This is an optimization exercise on Yosys and OpenROAD, whose aim is small area, not a production implementation.
Function was checked by simulation only, so behaviour that the tests miss may differ from the original.

==> cedar <==
// sort_write_path
module sort_write_path #(
  parameter int OUT_DEPTH_LOG       = 4,
  parameter int WRITE_REQ_THRESHOLD = 4
) (
  input  wire                           CLK,
  input  wire                           RST,
  input  wire                           i_valid,
  input  wire  [sort_pkg::REC_W-1:0]    i_record,
  input  wire                           i_deq,
  output logic [sort_pkg::WORD_W-1:0]   o_data,
  output logic                          o_empty,
  output logic                          o_full,
  output logic                          o_write_req
);
==> module write_buffer, before the edit <==
module write_buffer #(
  parameter int OUT_DEPTH_LOG       = 4,
  parameter int WRITE_REQ_THRESHOLD = 4
) (
  input  wire                           CLK,
  input  wire                           RST,
  input  wire                           i_valid,
  input  wire  [sort_pkg::REC_W-1:0]    i_record,
  input  wire                           i_deq,
  output logic [sort_pkg::WORD_W-1:0]   o_data,
  output logic                          o_empty,
  output logic                          o_full,
  output logic                          o_write_req
);
  localparam int REC_W   = sort_pkg::REC_W;
  localparam int WORD_W  = sort_pkg::WORD_W;
  localparam int PACK    = 1 << sort_pkg::PACK_LOG;
  localparam int DEPTH   = 1 << OUT_DEPTH_LOG;
  localparam int NW      = DEPTH + 2;
  localparam int REQ_LOG = $clog2(WRITE_REQ_THRESHOLD);
  logic                   v1, v2, v3;
  logic [2:0]             rcnt;
  logic [1:0]             slot;
  logic                   pend;
  logic [OUT_DEPTH_LOG:0] wcnt;
  logic                   write_req_q;
  wire drain = (rcnt != 3'd0) && !wcnt[OUT_DEPTH_LOG];
  always_ff @(posedge CLK) begin
    if (RST) begin
      v1          <= 1'b0;
      v2          <= 1'b0;
      v3          <= 1'b0;
      rcnt        <= '0;
      slot        <= '0;
      pend        <= 1'b0;
      wcnt        <= '0;
      write_req_q <= 1'b0;
    end else begin
      v1          <= i_valid;
      v2          <= v1;
      v3          <= v2;
      rcnt        <= rcnt + {2'b0, v3} - {2'b0, drain};
      slot        <= slot + {1'b0, drain};
      pend        <= drain && (&slot);
      wcnt        <= wcnt + {{OUT_DEPTH_LOG{1'b0}}, pend} - {{OUT_DEPTH_LOG{1'b0}}, i_deq};
      write_req_q <= |wcnt[OUT_DEPTH_LOG:REQ_LOG];
    end
  end
  assign o_empty     = (wcnt == '0);
  assign o_full      = rcnt[2];
  assign o_write_req = write_req_q;
  logic [NW-1:0] wr_word;
  logic [1:0]    wr_pos;
  logic [NW-1:0] rd_word;
  always_ff @(posedge CLK) begin
    if (RST) begin
      wr_word <= {{(NW-1){1'b0}}, 1'b1};
      wr_pos  <= '0;
      rd_word <= {{(NW-1){1'b0}}, 1'b1};
    end else begin
      if (i_valid) begin
        wr_pos <= wr_pos + 1'b1;
        if (&wr_pos) wr_word <= {wr_word[NW-2:0], wr_word[NW-1]};
      end
      if (i_deq) begin
        rd_word <= {rd_word[NW-2:0], rd_word[NW-1]};
      end
    end
  end
  logic [NW-1:0][WORD_W-1:0] store;
  for (genvar j = 0; j < NW; j++) begin : g_word
    for (genvar p = 0; p < PACK; p++) begin : g_rec
      always_ff @(posedge CLK) begin
        if (i_valid && wr_word[j] && wr_pos == p) begin
          store[j][p*REC_W +: REC_W] <= i_record;
        end
      end
    end
  end
  always_comb begin
    o_data = '0;
    for (int j = 0; j < NW; j++) begin
      o_data = o_data | ({WORD_W{rd_word[j]}} & store[j]);
    end
  end
endmodule
Settings: LEC_CHECK=0, CAP_MARGIN=20, CORE_MARGIN=2, CORE_UTILIZATION=40, CTS_BUF_LIST=sky130_fd_sc_hd__clkbuf_8, CTS_CLUSTER_DIAMETER=50, CTS_CLUSTER_SIZE=18, SLEW_MARGIN=20; clock period 6.5 ns.
run.sh (not shown) runs the stock make flow with config.mk's settings and CLKGATE_MAP_FILE= SYNTH_SCRIPT=/design/flow/synth_recipe.tcl, a recipe that flattens the netlist after the stock synthesis.
==> nickel (differences from cedar) <==
--- a/flow/design.v
+++ b/flow/design.v
@@ -21,4 +21,18 @@
   assign o_record[KEY_W-1:0]      = neg ? (KEY_W'(0) - {1'b0, key[KEY_W-2:0]}) : key;
   assign o_record[KEY_W +: PAY_W] = i_record[KEY_W +: PAY_W];
+endmodule
+`default_nettype wire
+`timescale 1ns/1ps
+`default_nettype none
+module word_select3 #(
+  parameter int WIDTH = 256
+) (
+  input  wire  [2:0]            i_sel,
+  input  wire  [3*WIDTH-1:0]    i_data,
+  output logic [WIDTH-1:0]      o_nor
+);
+  assign o_nor = ~(({WIDTH{i_sel[0]}} & i_data[0*WIDTH +: WIDTH]) |
+                   ({WIDTH{i_sel[1]}} & i_data[1*WIDTH +: WIDTH]) |
+                   ({WIDTH{i_sel[2]}} & i_data[2*WIDTH +: WIDTH]));
 endmodule
 `default_nettype wire
@@ -94,19 +108,31 @@
     end
   end
-  logic [NW-1:0][WORD_W-1:0] store;
+  logic [NW*WORD_W-1:0] store;
   for (genvar j = 0; j < NW; j++) begin : g_word
     for (genvar p = 0; p < PACK; p++) begin : g_rec
       always_ff @(posedge CLK) begin
         if (i_valid && wr_word[j] && wr_pos == p) begin
-          store[j][p*REC_W +: REC_W] <= i_record;
+          store[j*WORD_W + p*REC_W +: REC_W] <= i_record;
         end
       end
     end
   end
+  localparam int NG = (NW + 2) / 3;
+  logic [NG-1:0][WORD_W-1:0] grp_n;
+  wire [3*NG-1:0]        rd_sel  = (3*NG)'(rd_word);
+  wire [3*NG*WORD_W-1:0] rd_data = (3*NG*WORD_W)'(store);
+  for (genvar g = 0; g < NG; g++) begin : g_grp
+    word_select3 #(.WIDTH(WORD_W)) sel_i (
+      .i_sel  (rd_sel[3*g +: 3]),
+      .i_data (rd_data[3*g*WORD_W +: 3*WORD_W]),
+      .o_nor  (grp_n[g])
+    );
+  end
   always_comb begin
-    o_data = '0;
-    for (int j = 0; j < NW; j++) begin
-      o_data = o_data | ({WORD_W{rd_word[j]}} & store[j]);
+    o_data = '1;
+    for (int g = 0; g < NG; g++) begin
+      o_data = o_data & grp_n[g];
     end
+    o_data = ~o_data;
   end
 endmodule
==> flow/flow/run.sh (new file) <==
#!/bin/bash
# The standard layout (standard.sh: the standard flow's synthesis and ORFS steps, unchanged), with two
# arguments changed: the port buffers are the smallest buffer cell, and clock tree synthesis
# inserts no dummy loads. The full make output goes to flow_make.log in the work folder; each
# ORFS step also keeps its own log under orfs/logs/.
set -euo pipefail
CTS="-sink_clustering_enable -repair_clock_nets -sink_clustering_size 28 -sink_clustering_max_diameter 70 -buf_list sky130_fd_sc_hd__clkbuf_16 -dont_use_dummy_load"
bash standard.sh "CTS_ARGS=$CTS" "BUFFER_PORTS_ARGS=-buffer_cell sky130_fd_sc_hd__buf_1" finish > flow_make.log 2>&1
==> flow/standard.sh (new file) <==
#!/bin/bash
# synth_recipe.tcl (not shown) runs the flow's synth.tcl, then flattens the netlist and writes it again
# the make line also repeats each setting of config.mk as NAME=value (left out here)
make -C /OpenROAD-flow-scripts/flow DESIGN_CONFIG=/design/flow/config.mk WORK_HOME=/design/flow/orfs CLKGATE_MAP_FILE= SYNTH_SCRIPT=/design/flow/synth_recipe.tcl "${@:-finish}"
--- a/flow/config.mk
+++ b/flow/config.mk
@@ -8,7 +8,9 @@
 export CAP_MARGIN = 20
 export CORE_MARGIN = 2
-export CORE_UTILIZATION = 40
-export CTS_BUF_LIST = sky130_fd_sc_hd__clkbuf_8
-export CTS_CLUSTER_DIAMETER = 50
-export CTS_CLUSTER_SIZE = 18
+export CORE_UTILIZATION = 60
+export CTS_BUF_LIST = sky130_fd_sc_hd__clkbuf_16
+export CTS_CLUSTER_DIAMETER = 70
+export CTS_CLUSTER_SIZE = 28
 export SLEW_MARGIN = 20
+export SYNTH_HIERARCHICAL = 1
+export SYNTH_MINIMUM_KEEP_SIZE = 0
removed: flow/run.sh
==> umber (differences from cedar) <==
--- a/flow/config.mk
+++ b/flow/config.mk
@@ -9,6 +9,3 @@
 export CORE_MARGIN = 2
 export CORE_UTILIZATION = 40
-export CTS_BUF_LIST = sky130_fd_sc_hd__clkbuf_8
-export CTS_CLUSTER_DIAMETER = 50
-export CTS_CLUSTER_SIZE = 18
 export SLEW_MARGIN = 20
==> fjord (differences from cedar) <==
--- a/flow/config.mk
+++ b/flow/config.mk
@@ -9,6 +9,6 @@
 export CORE_MARGIN = 2
 export CORE_UTILIZATION = 40
-export CTS_BUF_LIST = sky130_fd_sc_hd__clkbuf_8
-export CTS_CLUSTER_DIAMETER = 50
-export CTS_CLUSTER_SIZE = 18
+export CTS_BUF_LIST = sky130_fd_sc_hd__clkbuf_16
+export CTS_CLUSTER_DIAMETER = 80
+export CTS_CLUSTER_SIZE = 32
 export SLEW_MARGIN = 20
==> flow_metrics.env <==
export IMPL_outcome="no timing/DRC/antenna violations"
export IMPL_die_area_um2=420000
export IMPL_r2r_slack_ns=3.45
export IMPL_max_stage_delay_ns=1.02
export IMPL_first_pass_iters=8
export IMPL_p_per_area_nw_per_um2=320
export IMPL_syn_to_final_growth_pct=15.6
export IMPL_rows=236
export IMPL_yosys_area_share_simple=0.0255
-- figures above: umber

==> flow_metrics.env <==
export IMPL_cts_resized_gates=0
export IMPL_die_area_um2=420000
export IMPL_worstPathCellList="buf_4 -> a22o_1 -> a221oi_1 -> and3_1 -> nand4_1 -> clkdlybuf4s50_1"
export IMPL_yosys_area_share_simple=0.0255
export IMPL_cts_sinks=4661
export IMPL_ys_flop_type="edfxtp_1"
export IMPL_r2r_slack_ns=3.41
export IMPL_first_pass_iters=6
export IMPL_outcome="no timing/DRC/antenna violations"
export IMPL_rows=236
export IMPL_p_per_area_nw_per_um2=279
export IMPL_n_clock_buffer=193
export IMPL_syn_to_final_growth_pct=10.7
-- figures above: fjord

==> flow_metrics.env <==
export IMPL_outcome="no timing/DRC/antenna violations"
export IMPL_syn_to_final_growth_pct=12.8
export IMPL_r2r_slack_ns=3.39
export IMPL_first_pass_iters=6
export IMPL_cp_num_buf_inv=2
export IMPL_final_common_cell="edfxtp_1"
export IMPL_comb_power_share=0.047
export IMPL_rows=236
export IMPL_setup_viol=0
export IMPL_yosys_area_share_simple=0.0255
export IMPL_p_per_area_nw_per_um2=294
export IMPL_clock_area_frac=0.0502
export IMPL_syn_avg_cell_area_um2=19.9
-- figures above: cedar

==> flow_metrics.env <==
export IMPL_port_buffers=326
export IMPL_worstPathCellList="buf_12 -> a222oi_1 -> and4_1 -> nand3_1 -> buf_1"
export IMPL_syn_to_final_growth_pct=5.90
export IMPL_yosys_area_share_simple=0.0278
export IMPL_worstMarginPinSlew_ns=1.19
export IMPL_rows=192
export IMPL_place_inst=11200
export IMPL_p_comb_mw=2.02
export IMPL_r2r_slack_ns=3.40
export IMPL_p_per_area_nw_per_um2=286
export IMPL_outcome="no timing/DRC/antenna violations"
export IMPL_n_antenna_cell=2
-- figures above: nickel

==> afterwards: timing with drivers on the ports <==
No port has a modelled driver above. Below, the same layouts with a new extraction and two added sets of constraints.
Step 1 assumes that a clkbuf_16 drives the clock port and a buf_2 every other input.
Step 2 also shifts input and output timing later by t, the mid clock arrival at the registers, as if the neighbouring blocks saw the same clock.
Slacks: ideal / step 1 / step 2; pairs: ideal / step 1.
run | t (ns) | slack for setup (ns) | worst setup path at the end | clock arrival spread, ns | worst slew at a driven data input, ns
cedar | 1.248 | 0.853 / 0.746 / 1.655 | input to register | 0.099 / 0.099 | 0.11
nickel | 1.018 | 1.418 / 1.311 / 1.995 | input to register | 0.066 / 0.066 | 0.17
umber | 1.078 | 1.033 / 0.926 / 1.689 | input to register | 0.054 / 0.054 | 0.11
fjord | 1.056 | 0.990 / 0.880 / 1.716 | input to register | 0.092 / 0.091 | 0.11
After both steps every run listed still meets setup and hold.
